From an optimization exercise on the open Yosys and OpenROAD flow, aimed at small area; shortcuts taken in it are not production practice.
In this exercise RTL edits were held to simulation tests only and were not proved equivalent to the original.
Power is estimated from default activity; no workload was simulated.

## P
==> flow/design.v <==
module gray_window_3x3 #(
  parameter int unsigned WIDTH  = 100,
  parameter int unsigned HEIGHT = 100
) (
  input  logic                      clk,
  input  logic                      rst_n,
  input  logic                      pix_valid,
  input  logic [7:0]                pix_in,
  input  logic                      sof,
  output logic                      win_valid,
  output logic [71:0]               win,
  output logic [$clog2(WIDTH)-1:0]  win_x,
  output logic [$clog2(HEIGHT)-1:0] win_y,
  output logic                      frame_done
);
  localparam int unsigned XW  = $clog2(WIDTH);
  localparam int unsigned YW  = $clog2(HEIGHT);
  localparam int unsigned LEN = 2 * WIDTH + 3;
  logic [XW-1:0] xm1_q;
  logic [YW-1:0] ym1_q;
  logic          acc_q;    
  logic [7:0] chain [LEN];
  always_ff @(posedge clk or negedge rst_n) begin
    if (!rst_n) begin
      xm1_q <= XW'(WIDTH - 2);
      ym1_q <= YW'(HEIGHT - 2);
      acc_q <= 1'b0;
    end else begin
      acc_q <= pix_valid;
      if (pix_valid) begin
        if (sof) begin
          xm1_q <= '1;
          ym1_q <= '1;
        end else if (xm1_q == XW'(WIDTH - 2)) begin
          xm1_q <= '1;
          ym1_q <= (ym1_q == YW'(HEIGHT - 2)) ? '1 : ym1_q + YW'(1);
        end else begin
          xm1_q <= xm1_q + XW'(1);
        end
      end
    end
  end
  always_ff @(posedge clk) begin
    if (pix_valid) begin
      chain[0] <= pix_in;
      for (int i = 1; i < LEN; i++) chain[i] <= chain[i-1];
    end
  end
  for (genvar r = 0; r < 3; r++) begin : g_row
    for (genvar c = 0; c < 3; c++) begin : g_col
      assign win[8*(3*r+c) +: 8] = chain[(2-r)*WIDTH + (2-c)];
    end
  end
  assign win_x      = xm1_q;
  assign win_y      = ym1_q;
  assign win_valid  = acc_q && (xm1_q != '1) && (xm1_q != '0)
                            && (ym1_q != '1) && (ym1_q != '0);
  assign frame_done = acc_q && (xm1_q == XW'(WIDTH - 2)) && (ym1_q == YW'(HEIGHT - 2));
endmodule
export LEC_CHECK = 0
export CAP_MARGIN = 20
export CORE_MARGIN = 2
export CORE_UTILIZATION = 75
export SLEW_MARGIN = 20
create_clock -name core_clock -period 10.0 [get_ports {clk}]
standard.sh (not shown) runs the stock make flow with config.mk's settings and CLKGATE_MAP_FILE= SYNTH_SCRIPT=/design/flow/synth_recipe.tcl, a recipe that flattens the netlist after the stock synthesis.
==> flow/flow/run.sh <==
#!/bin/bash
# Standard layout, with a lighter clock tree (no dummy loads, one buffer
# type, larger sink clusters) and the smallest buffer on each port.
set -euo pipefail
export CTS_ARGS="-sink_clustering_enable -repair_clock_nets -dont_use_dummy_load -buf_list sky130_fd_sc_hd__clkbuf_8 -sink_clustering_size 20 -sink_clustering_max_diameter 50"
export BUFFER_PORTS_ARGS="-buffer_cell sky130_fd_sc_hd__buf_1"
bash standard.sh > standard_flow.log 2>&1
The flow did not stop early for P: all stages ran, and the layout cleared the timing, DRC and antenna checks.
Modified inputs, Q compared to P
# P
export LEC_CHECK = 0
export CAP_MARGIN = 20
export CORE_MARGIN = 2
export CORE_UTILIZATION = 75
export SLEW_MARGIN = 20
create_clock -name core_clock -period 10.0 [get_ports {clk}]
# Q
export LEC_CHECK = 0
export CAP_MARGIN = 20
export CORE_MARGIN = 2
export CORE_UTILIZATION = 80
export SLEW_MARGIN = 20
create_clock -name core_clock -period 10.0 [get_ports {clk}]
==> flow/flow/run.sh <==
#!/bin/bash
# Standard layout, with a lighter clock tree (no dummy loads, one buffer
# type, larger sink clusters) and the smallest buffer on each port.
set -euo pipefail
export CTS_ARGS="-sink_clustering_enable -repair_clock_nets -dont_use_dummy_load -buf_list sky130_fd_sc_hd__clkbuf_8 -sink_clustering_size 28 -sink_clustering_max_diameter 40"
export BUFFER_PORTS_ARGS="-buffer_cell sky130_fd_sc_hd__buf_1"
bash standard.sh > standard_flow.log 2>&1
Findings:
FAIL Q @ detailed placement (3_5_place_dp): tool exited with error. Starting density of the core ended up 5.1 points higher on Q than on P. Gate count after technology mapping: Q vs P identical. Any difference in post-synthesis simple-gate area fraction between P and Q is small enough to ignore. Compared with P, Q shows weighted congestion at the end of routability-driven global placement that has gone up by a few percent. Changes observed in Q relative to P: detailed placer's ending HPWL grew by 46%, number of core rows now sits lower, width of the chip went down by about 3%, distinct cell type count after synthesis did not really move, share of synthesized cell area in full adder, half adder and majority cells held. Changes observed in Q relative to P: number of flops mapped to enable cells by yosys now sits at about the same level; vertical die dimension now sits lower.
diff inputs: Q => R
# Q
export LEC_CHECK = 0
export CAP_MARGIN = 20
export CORE_MARGIN = 2
export CORE_UTILIZATION = 80
export SLEW_MARGIN = 20
create_clock -name core_clock -period 10.0 [get_ports {clk}]
# R
export LEC_CHECK = 0
export CAP_MARGIN = 20
export CORE_MARGIN = 2
export CORE_UTILIZATION = 60
export SLEW_MARGIN = 20
create_clock -name core_clock -period 10.0 [get_ports {clk}]
==> flow/flow/run.sh <==
#!/bin/bash
# Standard layout, with a lighter clock tree (no dummy loads, one buffer
# type, larger sink clusters) and the smallest buffer on each port.
set -euo pipefail
export CTS_ARGS="-sink_clustering_enable -repair_clock_nets -dont_use_dummy_load -buf_list sky130_fd_sc_hd__clkbuf_16 -sink_clustering_size 30 -sink_clustering_max_diameter 60"
export BUFFER_PORTS_ARGS="-buffer_cell sky130_fd_sc_hd__buf_1"
bash standard.sh > standard_flow.log 2>&1
[summary]
On share of flip-flops with an asynchronous set or reset, Q tracks R almost exactly. [compare] base=Q new=R: width of the chip shows an increase of about 15%, placed wire-length estimate after detailed placement now smaller, synthesized net count shows no meaningful change. Looking across Q and R, the single run that reached the end with no open violations was R. Q never completed, since it errored out during detailed placement (3_5_place_dp). Instance count of the mapped netlist came out exactly the same in Q and R. Cmp Q and R / initial core utilization / lower: R.
--- input diff R..S ---
# R
export LEC_CHECK = 0
export CAP_MARGIN = 20
export CORE_MARGIN = 2
export CORE_UTILIZATION = 60
export SLEW_MARGIN = 20
create_clock -name core_clock -period 10.0 [get_ports {clk}]
# S
export LEC_CHECK = 0
export CAP_MARGIN = 20
export CORE_MARGIN = 2
export CORE_UTILIZATION = 40
export SLEW_MARGIN = 20
create_clock -name core_clock -period 10.0 [get_ports {clk}]
==> flow/run.sh (new file) <==
#!/bin/bash
# synth_recipe.tcl (not shown) runs the flow's synth.tcl, then flattens the netlist and writes it again
# the make line also repeats each setting of config.mk as NAME=value (left out here)
make -C /OpenROAD-flow-scripts/flow DESIGN_CONFIG=/design/flow/config.mk WORK_HOME=/design/flow/orfs CLKGATE_MAP_FILE= SYNTH_SCRIPT=/design/flow/synth_recipe.tcl finish
removed: flow/flow/run.sh
removed: flow/standard.sh
--- outcome ---
- Setup slack after placement in S vs R: up 0.26 ns
- In the metrics for S and R, the one carrying the higher worst-skew pair later-pin latency is S.
- Library cell contributing the largest single delay on the critical path = buf_4: R; library cell contributing the largest single delay on the critical path = dfstp_2: S
- R ended up with chain[29][7] as its worst setup path endpoint; S ended up with frame_done.
- S vs. R: worst setup slack fell by 0.55 ns, time the final worst path needs with I/O delays and setup grew by 0.55 ns, count of clock buffers in the final design rose 112, number of tap cells inserted climbed 567.
--- input diff S..T ---
# S
export LEC_CHECK = 0
export CAP_MARGIN = 20
export CORE_MARGIN = 2
export CORE_UTILIZATION = 40
export SLEW_MARGIN = 20
create_clock -name core_clock -period 10.0 [get_ports {clk}]
# T
export LEC_CHECK = 0
export CAP_MARGIN = 20
export CORE_MARGIN = 2
export CORE_UTILIZATION = 60
export SLEW_MARGIN = 20
create_clock -name core_clock -period 10.0 [get_ports {clk}]
==> flow/flow/run.sh (new file) <==
#!/bin/bash
# Standard layout, with a lighter clock tree (no dummy loads, one buffer
# type, larger sink clusters) and the smallest buffer on each port.
set -euo pipefail
export CTS_ARGS="-sink_clustering_enable -repair_clock_nets -dont_use_dummy_load -buf_list sky130_fd_sc_hd__clkbuf_8 -sink_clustering_size 25 -sink_clustering_max_diameter 45"
export BUFFER_PORTS_ARGS="-buffer_cell sky130_fd_sc_hd__buf_1"
bash standard.sh > standard_flow.log 2>&1
==> flow/standard.sh (new file) <==
#!/bin/bash
# synth_recipe.tcl (not shown) runs the flow's synth.tcl, then flattens the netlist and writes it again
# the make line also repeats each setting of config.mk as NAME=value (left out here)
make -C /OpenROAD-flow-scripts/flow DESIGN_CONFIG=/design/flow/config.mk WORK_HOME=/design/flow/orfs CLKGATE_MAP_FILE= SYNTH_SCRIPT=/design/flow/synth_recipe.tcl "${@:-finish}"
removed: flow/run.sh
==> summary.txt <==
- Summary of T over S: final setup slack of the worst path now sits higher; biggest cell delay along the critical path closely matched the old numbers; net total in the final layout moved down; count of clock-buffer cells in the layout decreased about 28%; TritonCTS buffer count -12%.
- CTS clock-pin slew for the worst setup and hold paths (T over S): increase, 0.03 ns
- On T: share of the clock period used by the worst path is 4.0 points lower than what S gave.
- Routed length on met3 (T over S): decrease, 910 um

* * *

RTL: the design.v shown in full above, as it stands there.
clock: 10.0 ns
lec_check: 0
cap_margin: 20
core_margin: 2
core_utilization: 60
slew_margin: 20
==> flow/flow/run.sh <==
#!/bin/bash
# Standard layout, with a lighter clock tree (no dummy loads, one buffer
# type, larger sink clusters) and the smallest buffer on each port.
set -euo pipefail
export CTS_ARGS="-sink_clustering_enable -repair_clock_nets -dont_use_dummy_load -buf_list sky130_fd_sc_hd__clkbuf_8 -sink_clustering_size 20 -sink_clustering_max_diameter 50"
export BUFFER_PORTS_ARGS="-buffer_cell sky130_fd_sc_hd__buf_1"
bash standard.sh > standard_flow.log 2>&1
The first run ran to the end with no violations.
Then changed:
==> flow/flow/run.sh (replaced) <==
#!/bin/bash
# Standard layout, with a lighter clock tree (no dummy loads, one buffer
# type, larger sink clusters) and the smallest buffer on each port.
set -euo pipefail
export CTS_ARGS="-sink_clustering_enable -repair_clock_nets -dont_use_dummy_load -buf_list sky130_fd_sc_hd__clkbuf_8 -sink_clustering_size 20 -sink_clustering_max_diameter 80"
export BUFFER_PORTS_ARGS="-buffer_cell sky130_fd_sc_hd__buf_1"
bash standard.sh > standard_flow.log 2>&1
CORE_UTILIZATION = 75   (was 60)
Effect:
- wire length came out lower by a few percent
- worst setup slack is better by 0.038 ns
- sequential power barely changes
- flip-flop and latch count does not change
- core utilization came out higher by 15 points
Then changed:
==> flow/flow/run.sh (replaced) <==
#!/bin/bash
# Standard layout, with a lighter clock tree (no dummy loads, one buffer
# type, larger sink clusters) and the smallest buffer on each port.
set -euo pipefail
export CTS_ARGS="-sink_clustering_enable -repair_clock_nets -dont_use_dummy_load -buf_list sky130_fd_sc_hd__clkbuf_8 -sink_clustering_size 20 -sink_clustering_max_diameter 50"
export BUFFER_PORTS_ARGS="-buffer_cell sky130_fd_sc_hd__buf_1"
bash standard.sh > standard_flow.log 2>&1
CORE_UTILIZATION = 85   (was 75)
Now the flow never finished: it broke off in detailed placement.
Synthesized cell count does not change.
Area after synthesis stays the same.

* * *

Setup of rev 12:
gray_window_3x3, a different RTL version from the one above (not shown whole).
Size in the first run: ~1700 cells after synthesis, roughly 1600 flip-flops, ~100 I/O pins.
export LEC_CHECK = 0
export CAP_MARGIN = 20
export CORE_MARGIN = 2
export CORE_UTILIZATION = 75
export SLEW_MARGIN = 20
create_clock -name core_clock -period 10.0 [get_ports {clk}]
==> flow/flow/run.sh <==
#!/bin/bash
# Standard layout, with a lighter clock tree (no dummy loads, one buffer
# type, larger sink clusters) and the smallest buffer on each port.
set -euo pipefail
export CTS_ARGS="-sink_clustering_enable -repair_clock_nets -dont_use_dummy_load -buf_list sky130_fd_sc_hd__clkbuf_8 -sink_clustering_size 22 -sink_clustering_max_diameter 80"
export BUFFER_PORTS_ARGS="-buffer_cell sky130_fd_sc_hd__buf_1"
bash standard.sh > standard_flow.log 2>&1
Seen in the log of rev 12: DPL-0033 during detailed placement (3_5_place_dp), after which the run never completed.
[inputs] rev 13 vs rev 12
Settings: changing CORE_UTILIZATION from 75 to 70.
Findings:
- Cell count after synthesis came out exactly the same in rev 12 and rev 13.
- For post-synthesis register bit count, rev 13 and rev 12 come out practically identical.
- | average cell area after synthesis | rev 12 vs rev 13 | ≈ equal |
- Looking at the reports, rev 13 completed the entire flow and the layout it produced met the timing, DRC and antenna checks.
- Going from rev 12 to rev 13, die span in y rose by 9.0 microns, horizontal die dimension grew by about 3.5%.
- Re netlist area before placement: no difference whatsoever between rev 12 and rev 13.
- Detailed-placement wirelength estimate, rev 13 vs rev 12: down by more than 10%
- Between rev 13 and rev 12, it is rev 13 whose initial cell density of the core is lower, by 4.9 points.
- Looking only at global placer's final weighted congestion, and setting everything else aside, the higher value of rev 12 and rev 13 goes to rev 13.

* * *

## run 1
Another version of the RTL of gray_window_3x3 (not shown whole).
Size: about 1700 cells after synthesis, about 0.050 mm^2 of cells after synthesis.
clock: 10.0 ns
lec_check: 0
cap_margin: 5
core_margin: 2
core_utilization: 75
slew_margin: 5
==> flow/flow/run.sh <==
#!/bin/bash
# Standard layout, with a lighter clock tree (no dummy loads, one buffer
# type, larger sink clusters) and the smallest buffer on each port.
set -euo pipefail
export CTS_ARGS="-sink_clustering_enable -repair_clock_nets -dont_use_dummy_load -buf_list sky130_fd_sc_hd__clkbuf_8 -sink_clustering_size 20 -sink_clustering_max_diameter 80"
export BUFFER_PORTS_ARGS="-buffer_cell sky130_fd_sc_hd__buf_1"
bash standard.sh > standard_flow.log 2>&1
#### Input delta (run 2 over run 1)
Settings: CAP_MARGIN changed from 5 to 20; SLEW_MARGIN changed from 5 to 20.
Notes after the runs:
Compared run 2 against run 1; ratio of final minimum period to clock period within noise. Diff run 1 -> run 2: sequential share of layout area did not really move; worst hold slack went up; part of the power in combinational logic did not really move.

* * *

gray_window_3x3, a different RTL version from the one above (not shown whole).
Size: roughly 1,700 cells after synthesis, about 100 I/O pins, roughly 49,000 um2 of cells after synthesis.
Design gray_window_3x3, start of the top module:
module gray_window_3x3 #(
  parameter int unsigned WIDTH  = 100,
  parameter int unsigned HEIGHT = 100
) (
  input  logic                      clk,
  input  logic                      rst_n,
  input  logic                      pix_valid,
  input  logic [7:0]                pix_in,
  input  logic                      sof,
  output logic                      win_valid,
  output logic [71:0]               win,
  output logic [$clog2(WIDTH)-1:0]  win_x,
  output logic [$clog2(HEIGHT)-1:0] win_y,
  output logic                      frame_done
);
Settings: LEC_CHECK=0, CAP_MARGIN=20, CORE_MARGIN=2, CORE_UTILIZATION=65, SLEW_MARGIN=20; clock period 10.0 ns.
Scripts as last shown in full above: flow/flow/run.sh
Change:
CORE_UTILIZATION = 70   (was 65)
GPL_TIMING_DRIVEN = 0   (was unset)
What happened: The changed run completed without violations; sequential cell count does not change; final area climbs by about 1.6%; first-iteration DRC count went down by 18%; die area went down by about 7%; count of clock-buffer cells in the layout stays the same; sequential power barely changes; fmax falls by 11%; area after synthesis is unchanged; clock power barely changes; synthesized cell count stays the same; global-route usage increases by 1.0 points.
Change:
--- a/flow/flow/run.sh
+++ b/flow/flow/run.sh
@@ -5 +5 @@
-export CTS_ARGS="-sink_clustering_enable -repair_clock_nets -dont_use_dummy_load -buf_list sky130_fd_sc_hd__clkbuf_8 -sink_clustering_size 20 -sink_clustering_max_diameter 80"
+export CTS_ARGS="-sink_clustering_enable -repair_clock_nets -dont_use_dummy_load -buf_list {sky130_fd_sc_hd__clkbuf_4 sky130_fd_sc_hd__clkbuf_8} -sink_clustering_size 20 -sink_clustering_max_diameter 80"
GPL_TIMING_DRIVEN = unset   (was 0)
- wire length is lower by 1.0%
- die area does not change
- cell area is lower by 1.6%
- combinational power is lower by 14%
- via count is lower by 0.82%
- power stays flat
- clock-buffer cell count is unchanged
- synthesized area does not change
- setup slack improves by 0.15 ns
- non-clock buffer count is lower by 35
Change:
--- a/flow/flow/run.sh
+++ b/flow/flow/run.sh
@@ -5 +5 @@
-export CTS_ARGS="-sink_clustering_enable -repair_clock_nets -dont_use_dummy_load -buf_list {sky130_fd_sc_hd__clkbuf_4 sky130_fd_sc_hd__clkbuf_8} -sink_clustering_size 20 -sink_clustering_max_diameter 80"
+export CTS_ARGS="-sink_clustering_enable -repair_clock_nets -dont_use_dummy_load -buf_list sky130_fd_sc_hd__clkbuf_8 -sink_clustering_size 20 -sink_clustering_max_diameter 80"
Outcome: Global-route usage does not change; critical path depth does not change; final area stays the same; count of clock-buffer cells in the layout is unchanged; fmax is unchanged; wire length stays the same; total power stays the same.

-- what the ideal ports hide --
The flow's constraints put no driver on any port. The routed layouts listed below were extracted and timed again, unchanged, in two steps. Step 1, drivers: a clkbuf_16 drives clk and a buf_2 each remaining input, both assumed. Step 2 moves the port delays by t, midway between the first and last clock arrival at a register: inputs arrive t later, outputs are due t later. That takes back most of the time a late clock gives input paths. Three values: ideal, step 1, step 2; two values: the first two.
run | t, ns | setup slack, ns | worst hold slack (ns) | worst setup path at the end
P | 0.756 | 5.619 / 5.559 / 5.298 | 0.387 / 0.387 / 0.387 | input to register
R | 0.685 | 5.710 / 5.660 / 5.059 | 0.376 / 0.376 / 0.376 | input to register
S | 0.807 | 5.163 / 5.101 / 5.153 | 0.386 / 0.386 / 0.386 | input to register
T | 0.814 | 5.562 / 5.504 / 4.998 | 0.370 / 0.370 / 0.370 | input to register
the first run of note 2 | 0.804 | 5.576 / 5.517 / 5.040 | 0.369 / 0.369 / 0.369 | input to register
the second run of note 2 | 0.744 | 5.614 / 5.552 / 5.279 | 0.405 / 0.405 / 0.405 | input to register
rev 13 | 0.738 | 5.569 / 5.505 / 5.319 | 0.380 / 0.380 / 0.380 | input to register
run 1 | 0.737 | 5.935 / 5.879 / 5.687 | 0.378 / 0.378 / 0.378 | input to register
run 2 | 0.736 | 5.936 / 5.880 / 5.677 | 0.382 / 0.382 / 0.382 | input to register
the first run of note 5 | 0.757 | 5.947 / 5.888 / 5.587 | 0.383 / 0.383 / 0.383 | input to register
the second run of note 5 | 0.742 | 5.425 / 5.465 / 4.723 | 0.384 / 0.384 / 0.384 | input to register
the third run of note 5 | 0.740 | 5.575 / 5.608 / 4.869 | 0.375 / 0.375 / 0.375 | input to register
the fourth run of note 5 | 0.740 | 5.575 / 5.608 / 4.869 | 0.375 / 0.375 / 0.375 | input to register
After both steps setup and hold are still met in every run listed.
